This is an optimization exercise on Yosys and OpenROAD, whose aim is small area, not a production implementation.
Function was checked by simulation only, so behaviour that the tests miss may differ from the original.
The flow treats the clock pin as an ideal source. Dropping or thinning the clock tree relies on that and would not hold on a real chip.

==> exp/indigo <==
==> flow/design.v <==
module rb_window_stream #(
    parameter int PIXEL_WIDTH = 8,
    parameter int K           = 3,
    parameter int IMG_WIDTH   = 128,
    parameter int IMG_HEIGHT  = 128
) (
    input  logic                                 clk,
    input  logic                                 rst,
    input  logic                                 in_valid,
    output logic                                 in_ready,
    input  logic [PIXEL_WIDTH-1:0]               in_pixel,
    input  logic                                 in_sof,
    output logic                                 out_valid,
    input  logic                                 out_ready,
    output logic [K*PIXEL_WIDTH-1:0]             out_col,
    output logic [$clog2(IMG_WIDTH)-1:0]         out_x,
    output logic [$clog2(IMG_HEIGHT)-1:0]        out_y,
    output logic                                 out_eof
);
    localparam int XW    = $clog2(IMG_WIDTH);
    localparam int YW    = $clog2(IMG_HEIGHT);
    localparam int PW    = PIXEL_WIDTH;
    localparam int DEPTH = (K - 1) * IMG_WIDTH + 1;    
    localparam logic [XW-1:0] X_LAST = XW'(IMG_WIDTH - 1);
    localparam logic [YW-1:0] Y_LAST = YW'(IMG_HEIGHT - 1);
    localparam logic [YW-1:0] Y_PRIM = YW'(K - 1);
    logic              adv;
    logic              accept;
    logic              move;        
    logic              s1_valid_reg;
    logic              s1_sof_reg;
    logic [PW-1:0]     s1_pixel_reg;
    logic              out_full_reg;
    logic [XW-1:0]     out_x_reg;   
    logic [YW-1:0]     out_y_reg;
    logic [XW-1:0]     s1_x;
    logic [YW-1:0]     s1_y;
    logic [PW-1:0]     sr [DEPTH];
    assign adv    = !out_valid || out_ready;
    assign in_ready = adv && !rst;
    assign accept = in_valid && adv && !rst;
    assign move   = adv && s1_valid_reg;
    always_comb begin
        if (s1_sof_reg) begin
            s1_x = '0;
            s1_y = '0;
        end else if (out_x_reg == X_LAST) begin
            s1_x = '0;
            s1_y = (out_y_reg == Y_LAST) ? '0 : out_y_reg + YW'(1);
        end else begin
            s1_x = out_x_reg + XW'(1);
            s1_y = out_y_reg;
        end
    end
    always_ff @(posedge clk) begin
        if (accept) begin
            s1_pixel_reg <= in_pixel;
            s1_sof_reg   <= in_sof;
        end
    end
    always_ff @(posedge clk) begin
        if (move) begin
            sr[0] <= s1_pixel_reg;
            for (int i = 1; i < DEPTH; i++) sr[i] <= sr[i-1];
        end
    end
    always_ff @(posedge clk) begin
        if (rst) begin
            s1_valid_reg <= 1'b0;
            out_full_reg <= 1'b0;
            out_x_reg    <= X_LAST;
            out_y_reg    <= Y_LAST;
        end else begin
            if (adv) begin
                s1_valid_reg <= accept;
                out_full_reg <= s1_valid_reg;
            end
            if (move) begin
                out_x_reg <= s1_x;
                out_y_reg <= s1_y;
            end
        end
    end
    assign out_valid = out_full_reg && (out_y_reg >= Y_PRIM);
    assign out_x     = out_x_reg;
    assign out_y     = out_y_reg;
    assign out_eof   = (out_x_reg == X_LAST) && (out_y_reg == Y_LAST);
    generate
        for (genvar k = 0; k < K; k++) begin : g_col
            assign out_col[(K-1-k)*PW +: PW] = sr[k*IMG_WIDTH];
        end
    endgenerate
endmodule
==> flow/flow/run.sh <==
#!/bin/bash
# Standard layout, except: the clock tree is built by hand as 104 balanced leaf
# clusters under 13 mid-level buffers and one root buffer (flow/cts_hook.tcl);
# the shift register's enable is buffered by hand (flow/resize_hook.tcl), with
# placement not timing-driven so that it adds no buffers of its own; and each
# port gets the smallest buffer.
set -euo pipefail
export PRE_CTS_TCL="$PWD/flow/cts_hook.tcl"
export PRE_RESIZE_TCL="$PWD/flow/resize_hook.tcl"
export BUFFER_PORTS_ARGS="-buffer_cell sky130_fd_sc_hd__buf_1"
bash standard.sh > standard.log 2>&1
==> flow/flow/cts_hook.tcl <==
# Runs before clock_tree_synthesis in ORFS's cts.tcl: builds the clock tree by
# hand (flow/trees.tcl) and turns the CTS call that follows into a no-op; the
# rest of the CTS step (legalisation, timing repair) runs as usual.
source [file join [file dirname [info script]] trees.tcl]
tr_clock clk {{104 sky130_fd_sc_hd__clkbuf_8} {13 sky130_fd_sc_hd__clkbuf_16} {1 sky130_fd_sc_hd__clkbuf_16}}
set_propagated_clock [all_clocks]
rename clock_tree_synthesis ""
proc clock_tree_synthesis {args} { puts "clock_tree_synthesis skipped: tree built by flow/trees.tcl" }
==> flow/flow/resize_hook.tcl <==
# Runs before repair_design in ORFS's resize.tcl: buffers the shift register's
# enable (the net with the most sinks) by hand as 24 clusters under 3
# mid-level buffers (flow/trees.tcl), and keeps repair_design to the smaller
# buffers.
source [file join [file dirname [info script]] trees.tcl]
set_dont_use {sky130_fd_sc_hd__buf_6 sky130_fd_sc_hd__buf_8 sky130_fd_sc_hd__buf_12 sky130_fd_sc_hd__buf_16 sky130_fd_sc_hd__bufinv_8 sky130_fd_sc_hd__bufinv_16 sky130_fd_sc_hd__bufbuf_8 sky130_fd_sc_hd__bufbuf_16}
tr_fanout {{24 sky130_fd_sc_hd__buf_4} {3 sky130_fd_sc_hd__buf_4}}
==> flow/flow/trees.tcl <==
# Hand-built buffer trees. The sinks of a net are split by recursive bisection
# into equal-sized clusters, each driven by a buffer at its centre; the
# buffers of each level are grouped the same way under the next level's.

proc tr_split {items n} {
  # items: list of {iterm x y}; returns n groups of near-equal size, split
  # recursively across the wider side of their bounding box
  if {$n <= 1} { return [list $items] }
  set xs [lmap e $items {lindex $e 1}]; set ys [lmap e $items {lindex $e 2}]
  set dx [expr {[tcl::mathfunc::max {*}$xs] - [tcl::mathfunc::min {*}$xs]}]
  set dy [expr {[tcl::mathfunc::max {*}$ys] - [tcl::mathfunc::min {*}$ys]}]
  set k [expr {$dx >= $dy ? 1 : 2}]
  set s [lsort -real -index $k $items]
  set n1 [expr {$n / 2}]
  set h [expr {([llength $s] * $n1 + $n / 2) / $n}]
  return [concat [tr_split [lrange $s 0 [expr {$h-1}]] $n1] [tr_split [lrange $s $h end] [expr {$n - $n1}]]]
}

# Drive each group from a new buffer at the group's centre; returns the new
# buffers' inputs as the next level's items.
proc tr_level {groups master prefix sigtype} {
  set block [ord::get_db_block]
  set m [[ord::get_db] findMaster $master]
  set next {}
  set i 0
  foreach g $groups {
    set net [odb::dbNet_create $block "${prefix}_${i}_net"]
    $net setSigType $sigtype
    set buf [odb::dbInst_create $block $m "${prefix}_${i}"]
    foreach e $g {
      set it [lindex $e 0]
      if {[$it getNet] ne "NULL"} { $it disconnect }
      $it connect $net
    }
    [$buf findITerm X] connect $net
    set sx 0; set sy 0
    foreach e $g { set sx [expr {$sx + [lindex $e 1]}]; set sy [expr {$sy + [lindex $e 2]}] }
    set cx [expr {int($sx / [llength $g])}]; set cy [expr {int($sy / [llength $g])}]
    $buf setLocation $cx $cy
    $buf setPlacementStatus PLACED
    lappend next [list [$buf findITerm A] $cx $cy]
    incr i
  }
  return $next
}

proc tr_item {it} {
  set b [[$it getInst] getBBox]
  return [list $it [expr {([$b xMin]+[$b xMax])/2}] [expr {([$b yMin]+[$b yMax])/2}]]
}

# Build the tree for net's sinks (iterms); levels: list of {count master}
# from the leaves up. The top level's inputs go back on net.
proc tr_build {net sinks levels prefix sigtype} {
  set items [lmap it $sinks {tr_item $it}]
  puts "buffer tree $prefix: [llength $items] sinks on [$net getName]"
  set li 0
  foreach lv $levels {
    lassign $lv n master
    set items [tr_level [tr_split $items $n] $master "${prefix}_l${li}" $sigtype]
    puts "buffer tree $prefix: level $li, [llength $items] x $master"
    incr li
  }
  foreach e $items { [lindex $e 0] connect $net }
}

# The clock tree: every flip-flop's clock pin on the clock net.
proc tr_clock {clk_net_name levels} {
  set net [[ord::get_db_block] findNet $clk_net_name]
  set sinks {}
  foreach it [$net getITerms] {
    if {[[[$it getInst] getMaster] isSequential]} { lappend sinks $it }
  }
  tr_build $net $sinks $levels ct CLOCK
}

# The signal net with the most sinks (the shift register's enable).
proc tr_widest_net {} {
  set best NULL; set bn 0
  foreach net [[ord::get_db_block] getNets] {
    if {[$net getSigType] ne "SIGNAL"} { continue }
    set n [llength [$net getITerms]]
    if {$n > $bn} { set bn $n; set best $net }
  }
  return $best
}

proc tr_fanout {levels} {
  set net [tr_widest_net]
  set sinks {}
  foreach it [$net getITerms] {
    if {[$it getIoType] eq "INPUT"} { lappend sinks $it }
  }
  tr_build $net $sinks $levels ft SIGNAL
}
==> flow/standard.sh <==
#!/bin/bash
# synth_recipe.tcl (not shown) runs the flow's synth.tcl, then flattens the netlist and writes it again
# the make line also repeats each setting of config.mk as NAME=value (left out here)
make -C /OpenROAD-flow-scripts/flow DESIGN_CONFIG=/design/flow/config.mk WORK_HOME=/design/flow/orfs CLKGATE_MAP_FILE= SYNTH_SCRIPT=/design/flow/synth_recipe.tcl "${@:-finish}"
==> flow/config.mk <==
export PLATFORM = sky130hd
export DESIGN_NAME = rb_window_stream
export DESIGN_NICKNAME = rb_window_stream
export VERILOG_FILES = /design/flow/design.v
export SDC_FILE = /design/flow/constraint.sdc
export NUM_CORES = 4
export LEC_CHECK = 0
export CAP_MARGIN = 20
export CORE_MARGIN = 2
export CORE_UTILIZATION = 75
export GPL_TIMING_DRIVEN = 0
export SLEW_MARGIN = 20
==> flow/constraint.sdc <==
create_clock -name core_clock -period 5.0 [get_ports {clk}]
set_input_delay 1.0000 -clock core_clock [delete_from_list [all_inputs] [get_ports {clk}]]
set_output_delay 1.0000 -clock core_clock [all_outputs]
set_load 0.01 [all_outputs]
==> inputs of exp/umber, as changes to exp/indigo <==
==> flow/flow/cts_hook.tcl (replaced) <==
# Runs at the start of ORFS's cts.tcl: builds the clock tree by hand
# (flow/trees.tcl) and turns the CTS call that follows, and the cloning of
# clock inverters before it, into no-ops; the rest of the CTS step
# (legalisation, timing repair) runs as usual.
source [file join [file dirname [info script]] trees.tcl]
tr_clock clk {{64 sky130_fd_sc_hd__inv_12} {8 sky130_fd_sc_hd__inv_16} {2 sky130_fd_sc_hd__clkbuf_16} {1 sky130_fd_sc_hd__clkbuf_16}}
set_propagated_clock [all_clocks]
rename repair_clock_inverters ""
proc repair_clock_inverters {args} { puts "repair_clock_inverters skipped: tree built by flow/trees.tcl" }
rename clock_tree_synthesis ""
proc clock_tree_synthesis {args} { puts "clock_tree_synthesis skipped: tree built by flow/trees.tcl" }
--- a/flow/flow/trees.tcl
+++ b/flow/flow/trees.tcl
@@ -34,3 +34,5 @@
     }
-    [$buf findITerm X] connect $net
+    foreach it [$buf getITerms] {
+      if {[$it getIoType] eq "OUTPUT"} { $it connect $net }
+    }
     set sx 0; set sy 0
@@ -76,3 +78,4 @@
 
-# The signal net with the most sinks (the shift register's enable).
+# The signal net with the most sinks (the shift register's enable); nets
+# that reach a clock pin are skipped.
 proc tr_widest_net {} {
@@ -81,3 +84,8 @@
     if {[$net getSigType] ne "SIGNAL"} { continue }
-    set n [llength [$net getITerms]]
+    set its [$net getITerms]
+    set n [llength $its]
+    if {$n <= $bn} { continue }
+    set clock 0
+    foreach it $its { if {[[$it getMTerm] getSigType] eq "CLOCK"} { set clock 1; break } }
+    if {$clock} { continue }
     if {$n > $bn} { set bn $n; set best $net }
==> inputs of exp/sierra, as changes to exp/indigo <==
==> flow/run.sh (new file) <==
#!/bin/bash
# synth_recipe.tcl (not shown) runs the flow's synth.tcl, then flattens the netlist and writes it again
# the make line also repeats each setting of config.mk as NAME=value (left out here)
make -C /OpenROAD-flow-scripts/flow DESIGN_CONFIG=/design/flow/config.mk WORK_HOME=/design/flow/orfs CLKGATE_MAP_FILE= SYNTH_SCRIPT=/design/flow/synth_recipe.tcl finish
CORE_UTILIZATION = 60   (was 75)
CTS_BUF_LIST = sky130_fd_sc_hd__clkbuf_8   (was not set)
CTS_CLUSTER_DIAMETER = 50   (was not set)
CTS_CLUSTER_SIZE = 20   (was not set)
GPL_TIMING_DRIVEN = not set   (was 0)
removed: flow/flow/run.sh
removed: flow/flow/cts_hook.tcl
removed: flow/flow/resize_hook.tcl
removed: flow/flow/trees.tcl
removed: flow/standard.sh
==> impl_metrics.tcl <==
set metrics [dict create \
    core_area_sq_mm 0.0834 \
    syn2layout_area_growth_pct 4.82 \
    die_area_sq_mm 0.0863 \
    taps 1080 \
    path_cells "inv_1, ha_1, nor4_4, a22oi_2, buf_6, clkinvlp_4, buf_4, buf_4, o21ai_0, a211o_1" \
    worst-r2r-cell-count 10 \
    start_util 0.755 \
    cpLargestDelayFamily "buffers and inverters" \
    drt-initial-drc-count 1494 \
    status "no timing/DRC/antenna violations" \
    rrSetupSlack_ps 1480 \
]
The numbers above come from exp/umber.

==> impl_metrics.tcl <==
set metrics [dict create \
    status "no timing/DRC/antenna violations" \
    met2_length_mm 28.1 \
    taps 1380 \
    syn2layout_area_growth_pct 9.62 \
    worst-r2r-cell-count 8 \
    die_area_sq_mm 0.108 \
    path_cells "ha_1, and3_1, nand4_1, nor2_1, clkdlybuf4s50_1" \
    core_area_sq_mm 0.104 \
    rrSetupSlack_ps 1710 \
    cpLargestDelayFamily "simple AND/OR/NAND/NOR gates" \
    start_util 0.607 \
]
The numbers above come from exp/sierra.

==> impl_metrics.tcl <==
set metrics [dict create \
    drt-initial-drc-count 1430 \
    status "no timing/DRC/antenna violations" \
    syn2layout_area_growth_pct 5.63 \
    taps 1080 \
    worst-r2r-cell-count 10 \
    core_area_sq_mm 0.0834 \
    start_util 0.755 \
    rrSetupSlack_ps 1490 \
]
The numbers above come from exp/indigo.

In exp/indigo and exp/umber the design's own scripts or RTL, not TritonCTS, make the clock network.

-- port drivers added, routing unchanged --
How much do the figures lean on ideal ports? The routed layouts below were timed once more, with nothing changed but the port constraints. Step 1 (the two cells are an assumption about what drives the block):
set clk [get_ports {clk}]
set_driving_cell -lib_cell sky130_fd_sc_hd__clkbuf_16 $clk
set_driving_cell -lib_cell sky130_fd_sc_hd__buf_2 [delete_from_list [all_inputs] $clk]
Step 2 moves the port delays by t, midway between the first and last clock arrival at a register: inputs arrive t later, outputs are due t later. That takes back most of the time a late clock gives input paths. Three values: ideal, step 1, step 2; two values: the first two.
| run | t, ns | slack for setup (ns) | hold WS [ns] | worst register clock-pin slew, ns | cell pins on the clock port's net |
|---|---|---|---|---|---|
| exp/indigo | 0.759 | 1.489 / 1.489 / 1.429 | 0.417 / 0.411 / 0.417 | 0.12 / 0.12 | 1 |
| exp/umber | 0.719 | 1.484 / 1.484 / 1.395 | 0.419 / 0.419 / 0.419 | 0.11 / 0.11 | 1 |
| exp/sierra | 0.884 | 1.238 / 1.174 / 1.144 | 0.416 / 0.416 / 0.416 | 0.11 / 0.11 | 1 |
After both steps every run listed still meets setup and hold. For exp/sierra, which loses most, drivers alone change the setup slack by -0.064 ns; drivers and shift together by -0.094 ns.
